Context: an optimization exercise on an open-source flow, tuned for small area, a short achievable clock period and few clock cycles per item. The choices shown serve that exercise and are no tape-out recipe.
RTL that was checked went through simulation tests only; none was proved equivalent to the original.
Power is estimated from default activity; no workload was simulated.

==> flow/design.v <==
package mesh_pkg;
    localparam int WORD_WIDTH = 16;
    localparam int HOP_WIDTH = 4;
    typedef logic [WORD_WIDTH-1:0] word_t;
    typedef logic [HOP_WIDTH-1:0]  hop_t;
    typedef struct packed {
        word_t data;
        hop_t  hops;
    } flit_t;
    localparam logic [1:0] OP_PASS = 2'd0;
    localparam logic [1:0] OP_ADD  = 2'd1;
    localparam logic [1:0] OP_XOR  = 2'd2;
    typedef struct packed {
        logic [1:0] op;
        word_t      operand;
    } node_cfg_t;
endpackage
module mesh_pipe (
    input  logic        add,
    input  logic [15:0] m,
    input  logic [15:0] x,
    output logic [15:0] y
);
    assign y = add ? x + m : x ^ m;
endmodule
module mesh_hop (
    input  logic        clock,
    input  logic        rst,
    input  logic        add0,
    input  logic [15:0] m0,
    input  logic        add1,
    input  logic [15:0] m1,
    input  logic        add2,
    input  logic [15:0] m2,
    input  logic        add3,
    input  logic [15:0] m3,
    input  logic        in_valid,
    input  logic [15:0] in_data,
    output logic        in_credit,
    output logic        out_valid,
    output logic [15:0] out_data,
    input  logic        out_credit
);
    logic        in_v;
    logic [15:0] in_d;
    logic [15:0] w;
    logic        move;
    logic [15:0] q [3];
    logic [2:0]  qv;
    logic [3:0]  sink_cnt;    
    logic        pop;
    logic [15:0] a_in, b_in, c_in;
    logic        a_v, b_v, c_v;
    logic [15:0] a_d, b_d, c_d;
    logic        credit_q;
    mesh_pipe u_op0 (.add(add0), .m(m0), .x(in_data), .y(w));
    assign pop  = qv[0] && (sink_cnt[0] || out_credit);
    assign move = in_v && (!qv[2] || pop);
    always_ff @(posedge clock) begin
        if (in_valid) begin
            in_d <= w;
        end
    end
    always_ff @(posedge clock) begin
        if (rst) begin
            in_v     <= 1'b0;
            qv       <= '0;
            sink_cnt <= 4'b1111;
            credit_q <= 1'b0;
        end else begin
            in_v <= in_valid || (in_v && !move);
            case ({move, pop})
                2'b10:   qv <= {qv[1:0], 1'b1};
                2'b01:   qv <= {1'b0, qv[2:1]};
                default: qv <= qv;
            endcase
            case ({out_credit, pop})
                2'b10:   sink_cnt <= {sink_cnt[2:0], 1'b1};
                2'b01:   sink_cnt <= {1'b0, sink_cnt[3:1]};
                default: sink_cnt <= sink_cnt;
            endcase
            credit_q <= pop;
        end
    end
    always_ff @(posedge clock) begin
        for (int i = 0; i < 3; i++) begin
            if (pop) begin
                if (move && (i == 2 ? qv[2] : (qv[i] && !qv[(i < 2) ? i + 1 : i]))) begin
                    q[i] <= in_d;
                end else if (i < 2) begin
                    q[i] <= q[(i < 2) ? i + 1 : i];
                end
            end else if (move && !qv[i] && (i == 0 || qv[(i > 0) ? i - 1 : 0])) begin
                q[i] <= in_d;
            end
        end
    end
    mesh_pipe u_op1 (.add(add1), .m(m1), .x(q[0]), .y(a_in));
    mesh_pipe u_op2 (.add(add2), .m(m2), .x(a_d),  .y(b_in));
    mesh_pipe u_op3 (.add(add3), .m(m3), .x(b_d),  .y(c_in));
    always_ff @(posedge clock) begin
        a_d <= a_in;
        b_d <= b_in;
        c_d <= c_in;
        if (rst) begin
            a_v <= 1'b0;
            b_v <= 1'b0;
            c_v <= 1'b0;
        end else begin
            a_v <= pop;
            b_v <= a_v;
            c_v <= b_v;
        end
    end
    assign out_valid = c_v;
    assign out_data  = c_d;
    assign in_credit = credit_q;
endmodule
module mesh_node (
    input  logic        clock,
    input  logic        load,       
    input  logic        add_in,     
    input  logic [15:0] m_in,       
    output logic        add,
    output logic [15:0] m
);
    always_ff @(posedge clock) begin
        if (load) begin
            add <= add_in;
            m   <= m_in;
        end
    end
endmodule
module mesh_line #(
    parameter int NODE_COUNT = 4
) (
    input  logic                      clock,
    input  logic                      rst,
    input  logic                      fwd_in_valid,
    input  logic [15:0]               fwd_in_data,
    output logic                      fwd_in_credit,
    output logic                      fwd_out_valid,
    output logic [15:0]               fwd_out_data,
    output logic [3:0]                fwd_out_hops,
    input  logic                      fwd_out_credit,
    input  logic                      bwd_in_valid,
    input  logic [15:0]               bwd_in_data,
    output logic                      bwd_in_credit,
    output logic                      bwd_out_valid,
    output logic [15:0]               bwd_out_data,
    output logic [3:0]                bwd_out_hops,
    input  logic                      bwd_out_credit,
    input  logic [NODE_COUNT-1:0]     cfg_wren,
    input  logic [1:0]                cfg_op,
    input  logic [15:0]               cfg_operand
);
    logic        add_in;
    logic [15:0] m_in;
    logic        add0, add1, add2, add3;
    logic [15:0] m0, m1, m2, m3;
    assign add_in = !rst && (cfg_op == mesh_pkg::OP_ADD);
    assign m_in   = (!rst && (cfg_op == mesh_pkg::OP_ADD || cfg_op == mesh_pkg::OP_XOR)) ? cfg_operand : 16'd0;
    mesh_node node0 (.clock(clock), .load(rst || cfg_wren[0]), .add_in(add_in), .m_in(m_in), .add(add0), .m(m0));
    mesh_node node1 (.clock(clock), .load(rst || cfg_wren[1]), .add_in(add_in), .m_in(m_in), .add(add1), .m(m1));
    mesh_node node2 (.clock(clock), .load(rst || cfg_wren[2]), .add_in(add_in), .m_in(m_in), .add(add2), .m(m2));
    mesh_node node3 (.clock(clock), .load(rst || cfg_wren[3]), .add_in(add_in), .m_in(m_in), .add(add3), .m(m3));
    mesh_hop fwd (
        .clock      (clock),
        .rst        (rst),
        .add0       (add0), .m0 (m0),
        .add1       (add1), .m1 (m1),
        .add2       (add2), .m2 (m2),
        .add3       (add3), .m3 (m3),
        .in_valid   (fwd_in_valid),
        .in_data    (fwd_in_data),
        .in_credit  (fwd_in_credit),
        .out_valid  (fwd_out_valid),
        .out_data   (fwd_out_data),
        .out_credit (fwd_out_credit)
    );
    mesh_hop bwd (
        .clock      (clock),
        .rst        (rst),
        .add0       (add3), .m0 (m3),
        .add1       (add2), .m1 (m2),
        .add2       (add1), .m2 (m1),
        .add3       (add0), .m3 (m0),
        .in_valid   (bwd_in_valid),
        .in_data    (bwd_in_data),
        .in_credit  (bwd_in_credit),
        .out_valid  (bwd_out_valid),
        .out_data   (bwd_out_data),
        .out_credit (bwd_out_credit)
    );
    assign fwd_out_hops = 4'(NODE_COUNT);
    assign bwd_out_hops = 4'(NODE_COUNT);
endmodule
export LEC_CHECK = 0
export CAP_MARGIN = 20
export CORE_MARGIN = 2
export CORE_UTILIZATION = 55
export CTS_CLUSTER_DIAMETER = 100
export CTS_CLUSTER_SIZE = 30
export PLACE_DENSITY = 0.65
export SETUP_SLACK_MARGIN = 2.2
export SLEW_MARGIN = 20
create_clock -name core_clock -period 4.5 [get_ports {clock}]
standard.sh (not shown) runs the stock make flow with config.mk's settings and CLKGATE_MAP_FILE= SYNTH_SCRIPT=/design/flow/synth_recipe.tcl, a recipe that flattens the netlist after the stock synthesis.
==> flow/flow/run.sh <==
#!/bin/bash
# The standard layout, with two changes to how it is made:
#  - the buffer that every input and output port gets is a plain buf_2
#    (the default pick is a slow delay cell);
#  - clock tree synthesis clusters more sinks per buffer and adds no dummy loads.
# Each tool's full output stays in orfs/logs; make's own output goes to standard.log.
set -euo pipefail
export BUFFER_PORTS_ARGS="-buffer_cell sky130_fd_sc_hd__buf_2"
export CTS_ARGS="-sink_clustering_enable -repair_clock_nets -sink_clustering_size 30 -sink_clustering_max_diameter 100 -dont_use_dummy_load"
bash standard.sh > standard.log 2>&1
Testbench counts at the start, summed over its fixed seeds: cycles 3,704, words 6,144.
Next try:
--- a/flow/design.v
+++ b/flow/design.v
@@ -157,11 +157,11 @@
     logic        add_in;
     logic [15:0] m_in;
     logic        add0, add1, add2, add3;
     logic [15:0] m0, m1, m2, m3;
     assign add_in = !rst && (cfg_op == mesh_pkg::OP_ADD);
-    assign m_in   = (!rst && (cfg_op == mesh_pkg::OP_ADD || cfg_op == mesh_pkg::OP_XOR)) ? cfg_operand : 16'd0;
+    assign m_in   = (!rst && (cfg_op != mesh_pkg::OP_PASS)) ? cfg_operand : 16'd0;
     mesh_node node0 (.clock(clock), .load(rst || cfg_wren[0]), .add_in(add_in), .m_in(m_in), .add(add0), .m(m0));
     mesh_node node1 (.clock(clock), .load(rst || cfg_wren[1]), .add_in(add_in), .m_in(m_in), .add(add1), .m(m1));
     mesh_node node2 (.clock(clock), .load(rst || cfg_wren[2]), .add_in(add_in), .m_in(m_in), .add(add2), .m(m2));
     mesh_node node3 (.clock(clock), .load(rst || cfg_wren[3]), .add_in(add_in), .m_in(m_in), .add(add3), .m(m3));
     mesh_hop fwd (
Final cell count rose by 3.9%.
Clock power rose by about 4%.
Global-route usage climbs by 1.5 points.
Setup slack improves by 59 ps.
Synthesized area grows by 3.9%.
Via count rose by 4.7%.
Die area came out higher by about 4%.
Core utilization drops by 1.1 points.
Power goes up by 2.6%.
Testbench counts after the change, summed over its fixed seeds: cycles 3,704, words 6,144.

* * *

Another version of the RTL of mesh_line (not shown whole).
For scale: ~350 flip-flops, ~0.017 sq mm of cells after synthesis.
==> module mesh_pipe, before the edit <==
module mesh_pipe (
    input  logic        add,
    input  logic [15:0] m,
    input  logic [15:0] x,
    output logic [15:0] y
);
    assign y = add ? x + m : x ^ m;
endmodule
==> module mesh_hop, before the edit <==
module mesh_hop (
    input  logic        clock,
    input  logic        rst,
    input  logic        add0,
    input  logic [15:0] m0,
    input  logic        add1,
    input  logic [15:0] m1,
    input  logic        add2,
    input  logic [15:0] m2,
    input  logic        add3,
    input  logic [15:0] m3,
    input  logic        in_valid,
    input  logic [15:0] in_data,
    output logic        in_credit,
    output logic        out_valid,
    output logic [15:0] out_data,
    input  logic        out_credit
);
    logic        in_v;
    logic [15:0] in_d;
    logic [15:0] w;
    logic [15:0] q [4];
    logic [3:0]  qv;
    logic [3:0]  sink_cnt;    
    logic        pop;
    logic [15:0] a_in, b_in, c_in;
    logic        a_v, b_v, c_v;
    logic [15:0] a_d, b_d, c_d;
    logic        credit_q;
    mesh_pipe u_op0 (.add(add0), .m(m0), .x(in_data), .y(w));
    always_ff @(posedge clock) begin
        in_d <= w;
        if (rst) begin
            in_v <= 1'b0;
        end else begin
            in_v <= in_valid;
        end
    end
    assign pop = qv[0] && (sink_cnt[0] || out_credit);
    always_ff @(posedge clock) begin
        if (rst) begin
            qv       <= '0;
            sink_cnt <= 4'b1111;
            credit_q <= 1'b0;
        end else begin
            case ({in_v, pop})
                2'b10:   qv <= {qv[2:0], 1'b1};
                2'b01:   qv <= {1'b0, qv[3:1]};
                default: qv <= qv;
            endcase
            case ({out_credit, pop})
                2'b10:   sink_cnt <= {sink_cnt[2:0], 1'b1};
                2'b01:   sink_cnt <= {1'b0, sink_cnt[3:1]};
                default: sink_cnt <= sink_cnt;
            endcase
            credit_q <= pop;
        end
    end
    always_ff @(posedge clock) begin
        for (int i = 0; i < 4; i++) begin
            if (pop) begin
                if (in_v && (i == 3 ? qv[3] : (qv[i] && !qv[i+1]))) begin
                    q[i] <= in_d;
                end else if (i < 3) begin
                    q[i] <= q[(i < 3) ? i + 1 : i];
                end
            end else if (in_v && !qv[i] && (i == 0 || qv[(i > 0) ? i - 1 : 0])) begin
                q[i] <= in_d;
            end
        end
    end
    mesh_pipe u_op1 (.add(add1), .m(m1), .x(q[0]), .y(a_in));
    mesh_pipe u_op2 (.add(add2), .m(m2), .x(a_d),  .y(b_in));
    mesh_pipe u_op3 (.add(add3), .m(m3), .x(b_d),  .y(c_in));
    always_ff @(posedge clock) begin
        a_d <= a_in;
        b_d <= b_in;
        c_d <= c_in;
        if (rst) begin
            a_v <= 1'b0;
            b_v <= 1'b0;
            c_v <= 1'b0;
        end else begin
            a_v <= pop;
            b_v <= a_v;
            c_v <= b_v;
        end
    end
    assign out_valid = c_v;
    assign out_data  = c_d;
    assign in_credit = credit_q;
endmodule
make LEC_CHECK=0 CAP_MARGIN=20 CORE_MARGIN=2 CORE_UTILIZATION=40 PLACE_DENSITY=0.6 SLEW_MARGIN=20 finish   # period 4.5 ns
run.sh (not shown) runs the stock make flow with config.mk's settings and CLKGATE_MAP_FILE= SYNTH_SCRIPT=/design/flow/synth_recipe.tcl, a recipe that flattens the netlist after the stock synthesis.
Stock flow here: none of the scripts above is used.
Testbench counts at the start, summed over its fixed seeds: cycles 3,704, words 6,144.
Next try:
--- a/flow/design.v
+++ b/flow/design.v
@@ -21,7 +21,11 @@
     input  logic [15:0] x,
     output logic [15:0] y
 );
-    assign y = add ? x + m : x ^ m;
+    logic [15:0] p;
+    logic [15:0] g;
+    assign p = x ^ m;
+    assign g = x & m & {16{add}};
+    assign y = p + {g[14:0], 1'b0};
 endmodule
 module mesh_hop (
     input  logic        clock,
@@ -46,26 +50,26 @@
     logic [15:0] w;
     logic [15:0] q [4];
     logic [3:0]  qv;
-    logic [3:0]  sink_cnt;    
+    logic [2:0]  sink_cnt;
     logic        pop;
     logic [15:0] a_in, b_in, c_in;
     logic        a_v, b_v, c_v;
     logic [15:0] a_d, b_d, c_d;
     logic        credit_q;
-    mesh_pipe u_op0 (.add(add0), .m(m0), .x(in_data), .y(w));
     always_ff @(posedge clock) begin
-        in_d <= w;
+        in_d <= in_data;
         if (rst) begin
             in_v <= 1'b0;
         end else begin
             in_v <= in_valid;
         end
     end
-    assign pop = qv[0] && (sink_cnt[0] || out_credit);
+    mesh_pipe u_op0 (.add(add0), .m(m0), .x(in_d), .y(w));
+    assign pop = qv[0] && ((sink_cnt != 3'd0) || out_credit);
     always_ff @(posedge clock) begin
         if (rst) begin
             qv       <= '0;
-            sink_cnt <= 4'b1111;
+            sink_cnt <= 3'd4;
             credit_q <= 1'b0;
         end else begin
             case ({in_v, pop})
@@ -73,11 +77,7 @@
                 2'b01:   qv <= {1'b0, qv[3:1]};
                 default: qv <= qv;
             endcase
-            case ({out_credit, pop})
-                2'b10:   sink_cnt <= {sink_cnt[2:0], 1'b1};
-                2'b01:   sink_cnt <= {1'b0, sink_cnt[3:1]};
-                default: sink_cnt <= sink_cnt;
-            endcase
+            sink_cnt <= sink_cnt - 3'(pop) + 3'(out_credit);
             credit_q <= pop;
         end
     end
@@ -85,12 +85,12 @@
         for (int i = 0; i < 4; i++) begin
             if (pop) begin
                 if (in_v && (i == 3 ? qv[3] : (qv[i] && !qv[i+1]))) begin
-                    q[i] <= in_d;
+                    q[i] <= w;
                 end else if (i < 3) begin
                     q[i] <= q[(i < 3) ? i + 1 : i];
                 end
             end else if (in_v && !qv[i] && (i == 0 || qv[(i > 0) ? i - 1 : 0])) begin
-                q[i] <= in_d;
+                q[i] <= w;
             end
         end
     end
- first-iteration DRC count decreases by 18%
- combinational power increases by about 11%
- sequential power increases by about 2%
- utilization decreases by 0.11 points
- power increases by about 4.3%
- register-to-register slack gets worse by 0.69 ns
- final area increases by about 9%
The RTL of the second run of this note was laid out without a check of its function.

## re-timing with driven ports
The results above use ideal ports. As a check the final layouts listed here were re-extracted and re-timed, cells and wires unchanged.
Step 1 sets driving cells, clkbuf_16 on the clock port and buf_2 on the other inputs (assumed; they add their load-dependent delay and slew).
Step 2 also shifts input and output timing later by t, the mid clock arrival at the registers, as if the neighbouring blocks saw the same clock.
Slacks: ideal / step 1 / step 2; pairs: ideal / step 1.
run	shift t [ns]	setup slack, ns	worst setup path after step 2	slew at the worst register clock pin (ns)	cell pins on the clock port's net
the first run of note 1	0.540	2.201 / 2.201 / 1.730	input to register	0.11 / 0.11	1
the second run of note 1	0.549	2.261 / 2.261 / 1.863	input to register	0.11 / 0.11	1
the first run of note 2	0.597	1.867 / 1.867 / 1.311	input to register	0.07 / 0.07	1
the second run of note 2	0.599	1.180 / 1.180 / 1.013	input to register	0.06 / 0.06	1
After both steps every run listed still meets setup and hold. The setup slack of the first run of note 2, which loses most, moves by 0.000 ns with the drivers and by -0.556 ns with both steps.
